Background: an optimization exercise with open tools, aiming at small area. Do not read the settings as production practice.
Function was checked by simulation only, so behaviour that the tests miss may differ from the original. The flow treats the clock pin as an ideal source, which a real chip does not have.

== the reference run ==
==> module instr_mem_sync, before the edit <==
module instr_mem_sync #(
  parameter int DATA_W    = 32,
  parameter int DEPTH     = 64,
  parameter int ADDR_W    = 32,
  parameter int BYTE_ADDR = 1
) (
  input  logic              clk,
  input  logic              rst_n,
  input  logic              fetch_req,
  input  logic [ADDR_W-1:0] pc,
  input  logic              stall,
  output logic [DATA_W-1:0] instr,
  output logic              instr_valid,
  output logic              fault,
  input  logic              load_start,
  input  logic              load_valid,
  input  logic [DATA_W-1:0] load_data,
  output logic              load_busy,
  output logic              load_done
);
  localparam int NRING = 16;    
  logic [5:0] ptr;
  logic [5:0] ptr_nx;
  logic       do_write;
  assign do_write = rst_n && load_busy && load_valid && !load_start;
  always_ff @(posedge clk) begin
    if (!rst_n) begin
      load_busy <= 1'b0;
      load_done <= 1'b0;
    end else begin
      load_done <= 1'b0;
      if (load_start) begin
        load_busy <= 1'b1;
      end else if (load_busy && load_valid && ptr == 6'd63) begin
        load_busy <= 1'b0;
        load_done <= 1'b1;
      end
    end
  end
  always_comb begin
    if (!rst_n || load_start)          ptr_nx = '0;
    else if (load_busy && load_valid)  ptr_nx = ptr + 1'b1;
    else                               ptr_nx = ptr;
  end
  always_ff @(posedge clk) ptr <= ptr_nx;
  logic [1:0] tv [4];
  logic [1:0] t;
  assign t = tv[0];
  always_ff @(posedge clk)
    for (int s2 = 0; s2 < 4; s2++) tv[s2] <= 2'(s2) + t + 2'd1;
  logic [DATA_W-1:0] w0 [4];
  always_ff @(posedge clk) begin
    for (int j = 0; j < 4; j++)
      if (do_write && ptr == 6'(j)) w0[j] <= load_data;
  end
  logic              pv [4];
  logic [5:0]        pa [4];
  logic [DATA_W-1:0] pd [4];
  logic              hit [4];    
  logic              lcand;      
  logic [3:1]        land;       
  assign pv[0] = do_write && (ptr[5:2] != 4'd0);
  assign pa[0] = ptr;
  assign pd[0] = load_data;
  assign hit[0] = do_write && lcand;
  always_comb
    for (int k = 1; k < 4; k++) hit[k] = land[k];
  always_ff @(posedge clk) begin
    for (int k = 1; k < 4; k++) begin
      pv[k] <= pv[k-1] && !hit[k-1];
      pa[k] <= pa[k-1];
      pd[k] <= pd[k-1];
    end
    land[1] <= pv[0] && (pa[0][1:0] == t + 2'd1);
    land[2] <= pv[1] && (pa[1][1:0] == t + 2'd1);
    land[3] <= pv[2] && (pa[2][1:0] == t + 2'd1);
    lcand   <= (ptr_nx[5:2] != 4'd0) && (ptr_nx[1:0] == t + 2'd1);
  end
  logic [3:0] wsel;      
  always_comb begin
    wsel[0] = hit[0];
    wsel[1] = hit[1] && !hit[0];
    wsel[2] = hit[2] && !hit[1] && !hit[0];
    wsel[3] = hit[3] && !hit[2] && !hit[1] && !hit[0];
  end
  logic [DATA_W-1:0] wdata;
  genvar b, r, s;
  generate
    for (b = 0; b < DATA_W; b++) begin : g_wbus
      assign wdata[b] = (wsel[0] && pd[0][b]) || (wsel[1] && pd[1][b]) ||
                        (wsel[2] && pd[2][b]) || (wsel[3] && pd[3][b]);
    end
  endgenerate
  logic [DATA_W-1:0] ring [NRING][4];
  logic [NRING-1:0]  rwe;
  always_comb
    for (int g = 0; g < NRING; g++)
      rwe[g] = (hit[0] && pa[0][5:2] == 4'(g)) || (hit[1] && pa[1][5:2] == 4'(g)) ||
               (hit[2] && pa[2][5:2] == 4'(g)) || (hit[3] && pa[3][5:2] == 4'(g));
  generate
    for (r = 1; r < NRING; r++) begin : g_ring
      logic [DATA_W-1:0] port_d;
      for (b = 0; b < DATA_W; b++) begin : g_port
        o22ag u_port (.a({ring[r][0][b], rwe[r]}), .b({wdata[b], !rwe[r]}), .y(port_d[b]));
      end
      always_ff @(posedge clk) begin
        ring[r][0] <= ring[r][1];
        ring[r][1] <= ring[r][2];
        ring[r][2] <= ring[r][3];
        ring[r][3] <= port_d;
      end
    end
  endgenerate
  logic [5:0]        ra;
  logic              bad;
  logic              take;     
  logic              upd;      
  logic [3:1]        fwd;
  logic              nofwd;
  logic [DATA_W-1:0] instr_d;
  assign ra    = pc[7:2];
  assign bad   = (pc[1:0] != 2'b00) || (pc[ADDR_W-1:8] != '0);
  assign take  = rst_n && !stall && !load_busy && fetch_req && !bad;
  assign upd   = !rst_n || (!stall && !load_busy && fetch_req);
  logic [63:0] asel;     
  logic        aok;      
  logic [3:1]  fok;      
  logic        hold;
  always_comb begin
    fwd[1] = pv[1] && pa[1] == ra;
    fwd[2] = pv[2] && pa[2] == ra && !fwd[1];
    fwd[3] = pv[3] && pa[3] == ra && !fwd[1] && !fwd[2];
    nofwd  = !(pv[1] && pa[1] == ra) && !(pv[2] && pa[2] == ra) && !(pv[3] && pa[3] == ra);
    for (int g = 1; g < NRING; g++)
      for (int s2 = 0; s2 < 4; s2++)
        asel[4*(g-1)+s2] = ra[5:2] == 4'(g) && ra[1:0] == tv[s2];
    for (int j = 0; j < 4; j++)
      asel[60+j] = ra == 6'(j);
    aok  = take && nofwd;
    for (int k = 1; k < 4; k++) fok[k] = take && fwd[k];
    hold = !upd;
  end
  generate
    for (b = 0; b < DATA_W; b++) begin : g_rd
      logic [63:0] d;
      for (r = 1; r < NRING; r++) begin : g_rr
        for (s = 0; s < 4; s++) begin : g_rs
          assign d[4*(r-1)+s] = ring[r][s][b];
        end
      end
      assign d[60] = w0[0][b];
      assign d[61] = w0[1][b];
      assign d[62] = w0[2][b];
      assign d[63] = w0[3][b];
      logic [21:0] n;
      logic [5:0]  p;
      logic [1:0]  u;
      logic [1:0]  h;
      for (r = 0; r < 21; r++) begin : g_a
        aoi222 u_a (.s(asel[3*r+2:3*r]), .d(d[3*r+2:3*r]), .y(n[r]));
      end
      nand2g u_n21 (.a({asel[63], d[63]}), .y(n[21]));
      nand4g u_p0 (.a(n[3:0]),   .y(p[0]));
      nand4g u_p1 (.a(n[7:4]),   .y(p[1]));
      nand4g u_p2 (.a(n[11:8]),  .y(p[2]));
      nand4g u_p3 (.a(n[15:12]), .y(p[3]));
      nand3g u_p4 (.a(n[18:16]), .y(p[4]));
      nand3g u_p5 (.a(n[21:19]), .y(p[5]));
      o31aig u_u0 (.a(p[2:0]), .b(aok), .y(u[0]));
      o31aig u_u1 (.a(p[5:3]), .b(aok), .y(u[1]));
      assign h[0] = !((fok[1] && pd[1][b]) || (fok[2] && pd[2][b]));
      assign h[1] = !((fok[3] && pd[3][b]) || (hold && instr[b]));
      nand4g u_y (.a({h, u}), .y(instr_d[b]));
    end
  endgenerate
  always_ff @(posedge clk) begin
    instr <= instr_d;
    if (!rst_n) begin
      instr_valid <= 1'b0;
      fault       <= 1'b0;
    end else if (!stall) begin
      instr_valid <= !load_busy && fetch_req;
      fault       <= !load_busy && fetch_req && bad;
    end
  end
endmodule
clock: 4.0 ns
lec_check: 0
cap_margin: 20
core_margin: 2
core_utilization: 55
cts_cluster_diameter: 100
cts_cluster_size: 30
gpl_timing_driven: 0
setup_slack_margin: 0.2
slew_margin: 20
synth_hierarchical: 1
synth_minimum_keep_size: 0
run.sh (not shown) runs the stock make flow with config.mk's settings and CLKGATE_MAP_FILE= SYNTH_SCRIPT=/design/flow/synth_recipe.tcl, a recipe that flattens the netlist after the stock synthesis.
Inputs modified between the reference run and the trial run:
--- a/flow/design.v
+++ b/flow/design.v
@@ -18,7 +18,7 @@
   output logic              load_busy,
   output logic              load_done
 );
-  localparam int NRING = 16;    
+  localparam int NRING = 16;
   logic [5:0] ptr;
   logic [5:0] ptr_nx;
   logic       do_write;
@@ -48,18 +48,13 @@
   assign t = tv[0];
   always_ff @(posedge clk)
     for (int s2 = 0; s2 < 4; s2++) tv[s2] <= 2'(s2) + t + 2'd1;
-  logic [DATA_W-1:0] w0 [4];
-  always_ff @(posedge clk) begin
-    for (int j = 0; j < 4; j++)
-      if (do_write && ptr == 6'(j)) w0[j] <= load_data;
-  end
   logic              pv [4];
   logic [5:0]        pa [4];
   logic [DATA_W-1:0] pd [4];
   logic              hit [4];    
   logic              lcand;      
   logic [3:1]        land;       
-  assign pv[0] = do_write && (ptr[5:2] != 4'd0);
+  assign pv[0] = do_write;
   assign pa[0] = ptr;
   assign pd[0] = load_data;
   assign hit[0] = do_write && lcand;
@@ -74,21 +69,33 @@
     land[1] <= pv[0] && (pa[0][1:0] == t + 2'd1);
     land[2] <= pv[1] && (pa[1][1:0] == t + 2'd1);
     land[3] <= pv[2] && (pa[2][1:0] == t + 2'd1);
-    lcand   <= (ptr_nx[5:2] != 4'd0) && (ptr_nx[1:0] == t + 2'd1);
-  end
+    lcand   <= (ptr_nx[1:0] == t + 2'd1);
+  end
+  logic [3:0] ha, hb;    
   logic [3:0] wsel;      
+  logic [3:0] wsel0;     
   always_comb begin
-    wsel[0] = hit[0];
-    wsel[1] = hit[1] && !hit[0];
-    wsel[2] = hit[2] && !hit[1] && !hit[0];
-    wsel[3] = hit[3] && !hit[2] && !hit[1] && !hit[0];
-  end
-  logic [DATA_W-1:0] wdata;
+    for (int k = 0; k < 4; k++) begin
+      ha[k] = hit[k] && (pa[k][5:2] != 4'd0);
+      hb[k] = hit[k] && (pa[k][5:2] == 4'd0);
+    end
+    wsel[0]  = ha[0];
+    wsel[1]  = ha[1] && !ha[0];
+    wsel[2]  = ha[2] && !ha[1] && !ha[0];
+    wsel[3]  = ha[3] && !ha[2] && !ha[1] && !ha[0];
+    wsel0[0] = hb[0];
+    wsel0[1] = hb[1] && !hb[0];
+    wsel0[2] = hb[2] && !hb[1] && !hb[0];
+    wsel0[3] = hb[3] && !hb[2] && !hb[1] && !hb[0];
+  end
+  logic [DATA_W-1:0] wdata, wdata0;
   genvar b, r, s;
   generate
     for (b = 0; b < DATA_W; b++) begin : g_wbus
-      assign wdata[b] = (wsel[0] && pd[0][b]) || (wsel[1] && pd[1][b]) ||
-                        (wsel[2] && pd[2][b]) || (wsel[3] && pd[3][b]);
+      assign wdata[b]  = (wsel[0] && pd[0][b]) || (wsel[1] && pd[1][b]) ||
+                         (wsel[2] && pd[2][b]) || (wsel[3] && pd[3][b]);
+      assign wdata0[b] = (wsel0[0] && pd[0][b]) || (wsel0[1] && pd[1][b]) ||
+                         (wsel0[2] && pd[2][b]) || (wsel0[3] && pd[3][b]);
     end
   endgenerate
   logic [DATA_W-1:0] ring [NRING][4];
@@ -98,10 +105,11 @@
       rwe[g] = (hit[0] && pa[0][5:2] == 4'(g)) || (hit[1] && pa[1][5:2] == 4'(g)) ||
                (hit[2] && pa[2][5:2] == 4'(g)) || (hit[3] && pa[3][5:2] == 4'(g));
   generate
-    for (r = 1; r < NRING; r++) begin : g_ring
+    for (r = 0; r < NRING; r++) begin : g_ring
       logic [DATA_W-1:0] port_d;
       for (b = 0; b < DATA_W; b++) begin : g_port
-        o22ag u_port (.a({ring[r][0][b], rwe[r]}), .b({wdata[b], !rwe[r]}), .y(port_d[b]));
+        o22ag u_port (.a({ring[r][0][b], rwe[r]}), .b({(r == 0) ? wdata0[b] : wdata[b], !rwe[r]}),
+                      .y(port_d[b]));
       end
       always_ff @(posedge clk) begin
         ring[r][0] <= ring[r][1];
@@ -134,8 +142,8 @@
     for (int g = 1; g < NRING; g++)
       for (int s2 = 0; s2 < 4; s2++)
         asel[4*(g-1)+s2] = ra[5:2] == 4'(g) && ra[1:0] == tv[s2];
-    for (int j = 0; j < 4; j++)
-      asel[60+j] = ra == 6'(j);
+    for (int s2 = 0; s2 < 4; s2++)
+      asel[60+s2] = ra[5:2] == 4'd0 && ra[1:0] == tv[s2];
     aok  = take && nofwd;
     for (int k = 1; k < 4; k++) fok[k] = take && fwd[k];
     hold = !upd;
@@ -148,10 +156,10 @@
           assign d[4*(r-1)+s] = ring[r][s][b];
         end
       end
-      assign d[60] = w0[0][b];
-      assign d[61] = w0[1][b];
-      assign d[62] = w0[2][b];
-      assign d[63] = w0[3][b];
+      assign d[60] = ring[0][0][b];
+      assign d[61] = ring[0][1][b];
+      assign d[62] = ring[0][2][b];
+      assign d[63] = ring[0][3][b];
       logic [21:0] n;
       logic [5:0]  p;
       logic [1:0]  u;
==> comparison <==
The trial run gives more length of the first detailed-routing pass in iterations than the reference run did. Against the reference run, synthesized net count in the trial run rose by a few percent. Going from the reference run to the trial run, worst-case setup slack after placement shrinks by 0.55 ns. From the reference run to the trial run the numbers moved as follows: share of post-route cells with drive strength above 1 has decreased, area fraction in compound gates after synthesis has increased, met3 wirelength from detailed routing has decreased, area share of xor/xnor cells in the synthesized design has remained practically unchanged. The trial run: average size of a mapped cell lower than the reference run. Against the reference run, die area in the trial run came out better. Changes observed in the trial run relative to the reference run: summed area of non-filler cells in the final layout saw little to no change, core utilization roughly the same. Cell count: the trial run higher than the reference run. The trial run vs the reference run — mapped cell area dropped slightly. The trial run — synthesis-to-layout area growth 0.15 points higher, the reference run as reference.

## separate check: timing with driven ports
In the flow no input, the clock included, has a driving cell. The finished layouts below were timed again as built, in two steps.
Step 1 sets driving cells, clkbuf_16 on the clock port and buf_2 on the other inputs (assumed; they add their load-dependent delay and slew).
Step 2 also shifts input and output timing later by t, the mid clock arrival at the registers, as if the neighbouring blocks saw the same clock.
Three values: no drivers, after step 1, after step 2; two values: the first two.
run | shift t [ns] | slack for setup (ns) | worst setup path at the end | worst slew at a driven data input, ns
the reference run | 0.788 | 0.155 / 0.214 / -0.574 | input to register | 0.12
the trial run | 0.788 | 0.190 / 0.182 / -0.606 | input to register | 0.15
With both steps, setup timing fails in the reference run and the trial run, where it was met with ideal ports. The setup slack of the trial run, which loses most, moves by -0.008 ns with the drivers and by -0.796 ns with both steps.
